From an optimization exercise on the open Yosys and OpenROAD flow, aimed at a short achievable clock period and few clock cycles per item; shortcuts taken in it are not production practice.
The clock port is modelled as an ideal driver; clocking choices that lean on that would not hold on a real chip.

the reference run:
==> flow/design.v <==
package rx_cap_pkg;
  typedef enum logic [1:0] {
    IDLE,
    ARM,
    BURST,
    FLUSH
  } state_t;
  localparam int CNT_W = 16;
  function automatic logic [CNT_W-1:0] sat_inc(
    input logic [CNT_W-1:0] v
  );
    sat_inc = (&v) ? v : v + 1'b1;
  endfunction
endpackage
module rx_cap_fifo #(
  parameter int DEPTH = 10,
  parameter int WIDTH = 32
) (
  input  logic             clk,
  input  logic             rst_n,
  input  logic             push,
  input  logic [WIDTH-1:0] wdata,
  input  logic             pop,
  output logic [WIDTH-1:0] rdata
);
  logic [WIDTH-1:0] mem [DEPTH];
  logic [DEPTH-1:0] wp;
  logic [DEPTH-1:0] rp;
  always_ff @(posedge clk) begin
    for (int i = 0; i < DEPTH; i++)
      if (wp[i]) mem[i] <= wdata;
  end
  always_comb begin
    rdata = '0;
    for (int i = 0; i < DEPTH; i++)
      rdata = rdata | (mem[i] & {WIDTH{rp[i]}});
  end
  always_ff @(posedge clk or negedge rst_n) begin
    if (!rst_n) begin
      wp <= DEPTH'(1);
      rp <= DEPTH'(1);
    end else begin
      if (push) wp <= {wp[DEPTH-2:0], wp[DEPTH-1]};
      if (pop)  rp <= {rp[DEPTH-2:0], rp[DEPTH-1]};
    end
  end
endmodule
module rx_capture_burst_writer #(
  parameter int SAMPLE_W   = 16,
  parameter int CHANNELS   = 2,
  parameter int ADDR_W     = 32,
  parameter int BURST_LEN  = 8,
  parameter int FIFO_DEPTH = 10,
  localparam int DATA_W    = SAMPLE_W * CHANNELS,
  localparam int BC_W      = $clog2(BURST_LEN) + 1
) (
  input  logic              clk_clk,
  input  logic              reset_reset_n,
  input  logic              start,
  input  logic              stop,
  input  logic [ADDR_W-1:0] cfg_base,
  input  logic [ADDR_W-1:0] cfg_words,
  input  logic              in_valid,
  output logic              in_ready,
  input  logic [DATA_W-1:0] in_data,
  output logic [ADDR_W-1:0] avm_address,
  output logic              avm_write,
  output logic [DATA_W-1:0] avm_writedata,
  output logic [BC_W-1:0]   avm_burstcount,
  input  logic              avm_waitrequest,
  output logic              busy,
  output logic [ADDR_W-1:0] wr_ptr,
  output logic [rx_cap_pkg::CNT_W-1:0]  wrap_count,
  output logic              overflow,
  output logic [rx_cap_pkg::CNT_W-1:0]  drop_count
);
  localparam int BSH = $clog2(DATA_W / 8);
  localparam int WA  = ADDR_W - BSH;
  localparam int LW  = $clog2(BURST_LEN);
  logic              idle;         
  logic              rdy_n;        
  logic              wr_n;         
  logic              wr_last;      
  logic              wr_mid;       
  logic [ADDR_W-1:0] addr_n;       
  logic [BC_W-1:0]   bc_n;         
  logic              enabled;      
  logic              stop_pend;    
  logic [FIFO_DEPTH-1:0] fill;     
  logic              grp;          
  logic [LW-1:0]     part;         
  logic              p7;           
  logic              sp_nz;        
  logic              sp_done;      
  logic [BC_W-1:0]   beats_left;   
  logic [WA-1:0]     base_w;       
  logic [BSH-1:0]    base_lo;      
  logic [ADDR_W-1:0] words_q;
  logic [ADDR_W-1:0] words_m2;     
  logic              m2_borrow;    
  logic              words_one;    
  logic              wrap_nx;      
  logic [WA-1:0]     waddr;        
  logic [DATA_W-1:0] head;
  logic              start_ev;
  logic              push;
  logic              beat;
  logic              slot;
  logic              full;
  logic              issue;
  logic              load;
  logic              next_write;
  logic              done;
  logic              fill_ok;
  logic [BC_W-1:0]   len;
  logic              len_one;
  logic [ADDR_W-1:0] addr_new;
  logic [WA-1:0]     waddr_next;   
  logic [ADDR_W-1:0] ptr_inc;      
  logic [LW-1:0]     part_next;
  logic              cur_last_next;
  logic              stop_pend_next;
  assign overflow   = 1'b0;
  assign drop_count = '0;
  assign start_ev   = start & idle;
  assign push       = in_valid & ~rdy_n;
  assign beat       = ~wr_n & ~avm_waitrequest;
  assign slot       = wr_n | (wr_last & ~avm_waitrequest);
  assign full       = grp;
  assign issue      = slot & (full | sp_nz);
  assign load       = issue | (wr_mid & ~avm_waitrequest);
  assign next_write = issue | wr_mid | (wr_last & avm_waitrequest);
  assign done       = sp_done & slot;
  assign len        = full ? BC_W'(BURST_LEN) : BC_W'(part);
  assign len_one    = ~grp & (part == LW'(1));
  assign waddr_next = wrap_nx ? base_w : waddr + 1'b1;
  assign addr_new   = {(wr_n ? waddr : waddr_next), base_lo};
  assign ptr_inc    = wrap_nx ? '0 : wr_ptr + 1'b1;
  always_comb begin
    if (push & ~load)      fill_ok = ~fill[FIFO_DEPTH-3];
    else if (~push & load) fill_ok = 1'b1;
    else                   fill_ok = ~fill[FIFO_DEPTH-2];
  end
  always_comb begin
    if (issue & ~full) part_next = '0;
    else if (push)     part_next = part + 1'b1;
    else               part_next = part;
  end
  logic p6;
  logic p7_next;
  assign p6      = (part == LW'(BURST_LEN - 2));
  assign p7_next = ~(issue & ~full) & (push ? p6 : p7);
  logic carry;
  assign carry   = push & p7;
  always_comb begin
    if (issue)     cur_last_next = len_one;
    else if (beat) cur_last_next = (beats_left == BC_W'(2));
    else           cur_last_next = wr_last;
  end
  assign stop_pend_next = (stop_pend | (stop & ~idle)) & ~done;
  rx_cap_fifo #(
    .DEPTH (FIFO_DEPTH),
    .WIDTH (DATA_W)
  ) u_fifo (
    .clk   (clk_clk),
    .rst_n (reset_reset_n),
    .push  (push),
    .wdata (in_data),
    .pop   (load),
    .rdata (head)
  );
  always_ff @(posedge clk_clk or negedge reset_reset_n) begin
    if (!reset_reset_n) begin
      busy       <= 1'b0;
      idle       <= 1'b1;
      enabled    <= 1'b0;
      in_ready   <= 1'b0;
      rdy_n      <= 1'b1;
      avm_write  <= 1'b0;
      wr_n       <= 1'b1;
      wr_last    <= 1'b0;
      wr_mid     <= 1'b0;
      stop_pend  <= 1'b0;
      fill       <= '0;
      grp        <= 1'b0;
      part       <= '0;
      p7         <= 1'b0;
      sp_nz      <= 1'b0;
      sp_done    <= 1'b0;
      beats_left <= '0;
    end else begin
      busy      <= start_ev | (~idle & ~done);
      idle      <= ~start_ev & (idle | done);
      enabled   <= start_ev | (enabled & ~stop);
      in_ready  <= start_ev | (enabled & ~stop & fill_ok);
      rdy_n     <= ~start_ev & ~(enabled & ~stop & fill_ok);
      avm_write <= next_write;
      wr_n      <= ~next_write;
      wr_last   <= next_write & cur_last_next;
      wr_mid    <= next_write & ~cur_last_next;
      stop_pend <= stop_pend_next;
      if (push & ~load)      fill <= {fill[FIFO_DEPTH-2:0], 1'b1};
      else if (~push & load) fill <= {1'b0, fill[FIFO_DEPTH-1:1]};
      grp       <= (grp & ~slot) | carry;
      part      <= part_next;
      p7        <= p7_next;
      sp_nz     <= stop_pend_next & (part_next != '0);
      sp_done   <= stop_pend_next & ~((grp & ~slot) | carry) & (part_next == '0);
      if (issue)     beats_left <= len;
      else if (beat) beats_left <= beats_left - 1'b1;
    end
  end
  always_ff @(posedge clk_clk or negedge reset_reset_n) begin
    if (!reset_reset_n) begin
      avm_writedata <= '0;
    end else if (!next_write) begin
      avm_writedata <= '0;
    end else if (load) begin
      avm_writedata <= head;
    end
  end
  always_ff @(posedge clk_clk) begin
    if (issue) begin
      bc_n   <= ~len;
      addr_n <= ~addr_new;
    end
    avm_burstcount <= issue ? len : ~bc_n;
    avm_address    <= issue ? addr_new : ~addr_n;
  end
  always_ff @(posedge clk_clk) begin
    {m2_borrow, words_m2[ADDR_W/2-1:0]} <= {1'b0, words_q[ADDR_W/2-1:0]} - (ADDR_W/2+1)'(2);
    words_m2[ADDR_W-1:ADDR_W/2] <= words_q[ADDR_W-1:ADDR_W/2] - (ADDR_W/2)'(m2_borrow);
    if (idle) begin
      base_w    <= cfg_base[ADDR_W-1:BSH];
      base_lo   <= cfg_base[BSH-1:0];
      words_q   <= cfg_words;
      words_one <= (cfg_words == ADDR_W'(1));
      wrap_nx   <= (cfg_words == ADDR_W'(1));
      waddr     <= cfg_base[ADDR_W-1:BSH];
    end else if (beat) begin
      waddr   <= waddr_next;
      wrap_nx <= wrap_nx ? words_one : (wr_ptr == words_m2);
    end
  end
  always_ff @(posedge clk_clk or negedge reset_reset_n) begin
    if (!reset_reset_n) begin
      wr_ptr     <= '0;
      wrap_count <= '0;
    end else if (start_ev) begin
      wr_ptr     <= '0;
      wrap_count <= '0;
    end else if (beat) begin
      wr_ptr <= ptr_inc;
      if (wrap_nx) wrap_count <= rx_cap_pkg::sat_inc(wrap_count);
    end
  end
endmodule
export LEC_CHECK = 0
export ABC_CLOCK_PERIOD_IN_PS = 2000
export CAP_MARGIN = 20
export CORE_MARGIN = 2
export CORE_UTILIZATION = 40
export CTS_CLUSTER_DIAMETER = 80
export CTS_CLUSTER_SIZE = 20
export SETUP_SLACK_MARGIN = 3.6
export SLEW_MARGIN = 20
export TNS_END_PERCENT = 100
create_clock -name core_clock -period 5.5 [get_ports {clk_clk}]
standard.sh (not shown) runs the stock make flow with config.mk's settings and CLKGATE_MAP_FILE= SYNTH_SCRIPT=/design/flow/synth_recipe.tcl, a recipe that flattens the netlist after the stock synthesis.
==> flow/flow/run.sh <==
#!/bin/bash
set -euo pipefail
export POST_CTS_TCL="$PWD/flow/drop_root.tcl"
bash standard.sh > standard_make.log 2>&1
==> flow/flow/drop_root.tcl <==
set block [ord::get_db_block]
set port_net [[$block findBTerm clk_clk] getNet]
set port_loads [$port_net getITerms]
if {[llength $port_loads] == 1} {
  set root [[lindex $port_loads 0] getInst]
  set master [[$root getMaster] getName]
  set out_net ""
  foreach it [$root getITerms] {
    if {[$it isOutputSignal]} { set out_net [$it getNet] }
  }
  if {[string match "sky130_fd_sc_hd__clkbuf_*" $master] && $out_net ne ""} {
    set sinks {}
    set all_bufs 1
    foreach it [$out_net getITerms] {
      if {[$it getInst] eq $root} { continue }
      lappend sinks $it
      if {![string match "sky130_fd_sc_hd__clkbuf_*" [[[$it getInst] getMaster] getName]]} {
        set all_bufs 0
      }
    }
    if {[llength $sinks] >= 1 && [llength $sinks] <= 4 && $all_bufs} {
      foreach it $sinks {
        $it disconnect
        $it connect $port_net
      }
      puts "drop_root: removed [$root getName], port drives [llength $sinks] buffers"
      odb::dbInst_destroy $root
      odb::dbNet_destroy $out_net
    } else {
      puts "drop_root: root [$root getName] drives [llength $sinks] sinks, kept"
    }
  }
}
Inputs modified between the reference run and the trial run:
--- a/flow/design.v
+++ b/flow/design.v
@@ -49,9 +49,9 @@
   parameter int SAMPLE_W   = 16,
   parameter int CHANNELS   = 2,
   parameter int ADDR_W     = 32,
   parameter int BURST_LEN  = 8,
-  parameter int FIFO_DEPTH = 10,
+  parameter int FIFO_DEPTH = 9,
   localparam int DATA_W    = SAMPLE_W * CHANNELS,
   localparam int BC_W      = $clog2(BURST_LEN) + 1
 ) (
   input  logic              clk_clk,
@@ -88,20 +88,20 @@
   logic              stop_pend;    
   logic [FIFO_DEPTH-1:0] fill;     
   logic              grp;          
   logic [LW-1:0]     part;         
-  logic              p7;           
+  logic              rdy_p7;       
   logic              sp_nz;        
   logic              sp_done;      
   logic [BC_W-1:0]   beats_left;   
   logic [WA-1:0]     base_w;       
   logic [BSH-1:0]    base_lo;      
   logic [ADDR_W-1:0] words_q;
   logic [ADDR_W-1:0] words_m2;     
-  logic              m2_borrow;    
   logic              words_one;    
   logic              wrap_nx;      
   logic [WA-1:0]     waddr;        
+  logic [WA-1:0]     wn;           
   logic [DATA_W-1:0] head;
   logic              start_ev;
   logic              push;
   logic              beat;
@@ -114,9 +114,11 @@
   logic              fill_ok;
   logic [BC_W-1:0]   len;
   logic              len_one;
   logic [ADDR_W-1:0] addr_new;
-  logic [WA-1:0]     waddr_next;   
+  logic              wrap_nn;      
+  logic [WA-1:0]     wn_beat;      
+  logic [WA-1:0]     wn_hold;      
   logic [ADDR_W-1:0] ptr_inc;      
   logic [LW-1:0]     part_next;
   logic              cur_last_next;
   logic              stop_pend_next;
@@ -125,17 +127,19 @@
   assign start_ev   = start & idle;
   assign push       = in_valid & ~rdy_n;
   assign beat       = ~wr_n & ~avm_waitrequest;
   assign slot       = wr_n | (wr_last & ~avm_waitrequest);
-  assign full       = grp;
+  assign full       = grp | (in_valid & rdy_p7);
   assign issue      = slot & (full | sp_nz);
   assign load       = issue | (wr_mid & ~avm_waitrequest);
   assign next_write = issue | wr_mid | (wr_last & avm_waitrequest);
   assign done       = sp_done & slot;
   assign len        = full ? BC_W'(BURST_LEN) : BC_W'(part);
   assign len_one    = ~grp & (part == LW'(1));
-  assign waddr_next = wrap_nx ? base_w : waddr + 1'b1;
-  assign addr_new   = {(wr_n ? waddr : waddr_next), base_lo};
+  assign addr_new   = {(wr_n ? waddr : wn), base_lo};
+  assign wrap_nn    = wrap_nx ? words_one : (wr_ptr == words_m2);
+  assign wn_beat    = wrap_nn ? base_w : wn + 1'b1;
+  assign wn_hold    = wrap_nx ? base_w : waddr + 1'b1;
   assign ptr_inc    = wrap_nx ? '0 : wr_ptr + 1'b1;
   always_comb begin
     if (push & ~load)      fill_ok = ~fill[FIFO_DEPTH-3];
     else if (~push & load) fill_ok = 1'b1;
@@ -145,14 +149,8 @@
     if (issue & ~full) part_next = '0;
     else if (push)     part_next = part + 1'b1;
     else               part_next = part;
   end
-  logic p6;
-  logic p7_next;
-  assign p6      = (part == LW'(BURST_LEN - 2));
-  assign p7_next = ~(issue & ~full) & (push ? p6 : p7);
-  logic carry;
-  assign carry   = push & p7;
   always_comb begin
     if (issue)     cur_last_next = len_one;
     else if (beat) cur_last_next = (beats_left == BC_W'(2));
     else           cur_last_next = wr_last;
@@ -183,9 +181,9 @@
       stop_pend  <= 1'b0;
       fill       <= '0;
       grp        <= 1'b0;
       part       <= '0;
-      p7         <= 1'b0;
+      rdy_p7     <= 1'b0;
       sp_nz      <= 1'b0;
       sp_done    <= 1'b0;
       beats_left <= '0;
     end else begin
@@ -200,13 +198,13 @@
       wr_mid    <= next_write & ~cur_last_next;
       stop_pend <= stop_pend_next;
       if (push & ~load)      fill <= {fill[FIFO_DEPTH-2:0], 1'b1};
       else if (~push & load) fill <= {1'b0, fill[FIFO_DEPTH-1:1]};
-      grp       <= (grp & ~slot) | carry;
+      grp       <= full & ~slot;
       part      <= part_next;
-      p7        <= p7_next;
+      rdy_p7    <= (start_ev | (enabled & ~stop & fill_ok)) & (part_next == LW'(BURST_LEN - 1));
       sp_nz     <= stop_pend_next & (part_next != '0);
-      sp_done   <= stop_pend_next & ~((grp & ~slot) | carry) & (part_next == '0);
+      sp_done   <= stop_pend_next & ~(full & ~slot) & (part_next == '0);
       if (issue)     beats_left <= len;
       else if (beat) beats_left <= beats_left - 1'b1;
     end
   end
@@ -227,20 +225,20 @@
     avm_burstcount <= issue ? len : ~bc_n;
     avm_address    <= issue ? addr_new : ~addr_n;
   end
   always_ff @(posedge clk_clk) begin
-    {m2_borrow, words_m2[ADDR_W/2-1:0]} <= {1'b0, words_q[ADDR_W/2-1:0]} - (ADDR_W/2+1)'(2);
-    words_m2[ADDR_W-1:ADDR_W/2] <= words_q[ADDR_W-1:ADDR_W/2] - (ADDR_W/2)'(m2_borrow);
+    words_m2 <= words_q - ADDR_W'(2);
+    wn       <= beat ? wn_beat : wn_hold;
     if (idle) begin
       base_w    <= cfg_base[ADDR_W-1:BSH];
       base_lo   <= cfg_base[BSH-1:0];
       words_q   <= cfg_words;
       words_one <= (cfg_words == ADDR_W'(1));
       wrap_nx   <= (cfg_words == ADDR_W'(1));
       waddr     <= cfg_base[ADDR_W-1:BSH];
     end else if (beat) begin
-      waddr   <= waddr_next;
-      wrap_nx <= wrap_nx ? words_one : (wr_ptr == words_m2);
+      waddr   <= wn;
+      wrap_nx <= wrap_nn;
     end
   end
   always_ff @(posedge clk_clk or negedge reset_reset_n) begin
     if (!reset_reset_n) begin
## What came out
Summary — flip-flop and latch count, the trial run relative to the reference run: lower, by 6. Re instance count along the most critical hold path: the reference run and the trial run aren't equal, and the lower value belongs to the reference run. The trial run vs the reference run — total number of tap cells dropped slightly. Re smallest setup slack after layout: the trial run is 0.0079 ns down on the reference run. Against the reference run, count of plain and timing-repair buffers in the trial run rose by a few percent. Against the reference run, the trial run comes in 3 higher on sum of buffers and inverters on the critical path. Clock period minus final worst setup slack delta for the trial run relative to the reference run: 0.0079 ns higher. The run showing the greater met2 layer usage reported by global route is the reference run.
No run of this note included a check of the RTL's function; only the layout flow was run.

## what the ideal ports hide
In the flow no input, the clock included, has a driving cell. The finished layouts below were timed again as built, in two steps.
Step 1 (the two cells are an assumption about what drives the block):
set clk [get_ports {clk_clk}]
set_driving_cell -lib_cell sky130_fd_sc_hd__clkbuf_16 $clk
set_driving_cell -lib_cell sky130_fd_sc_hd__buf_2 [delete_from_list [all_inputs] $clk]
Step 2 moves the port delays by t, midway between the first and last clock arrival at a register: inputs arrive t later, outputs are due t later. That takes back most of the time a late clock gives input paths.
Slacks: no drivers / after step 1 / after step 2; pairs: no drivers / after step 1.
| run | t (ns) | setup slack, ns | slew at the worst register clock pin (ns) |
|---|---|---|---|
| the reference run | 0.527 | 3.163 / 3.163 / 2.959 | 0.09 / 0.09 |
| the trial run | 0.520 | 3.155 / 3.096 / 2.647 | 0.09 / 0.09 |
After both steps every run listed still meets setup and hold. The setup slack of the trial run, which loses most, moves by -0.059 ns with the drivers and by -0.508 ns with both steps.
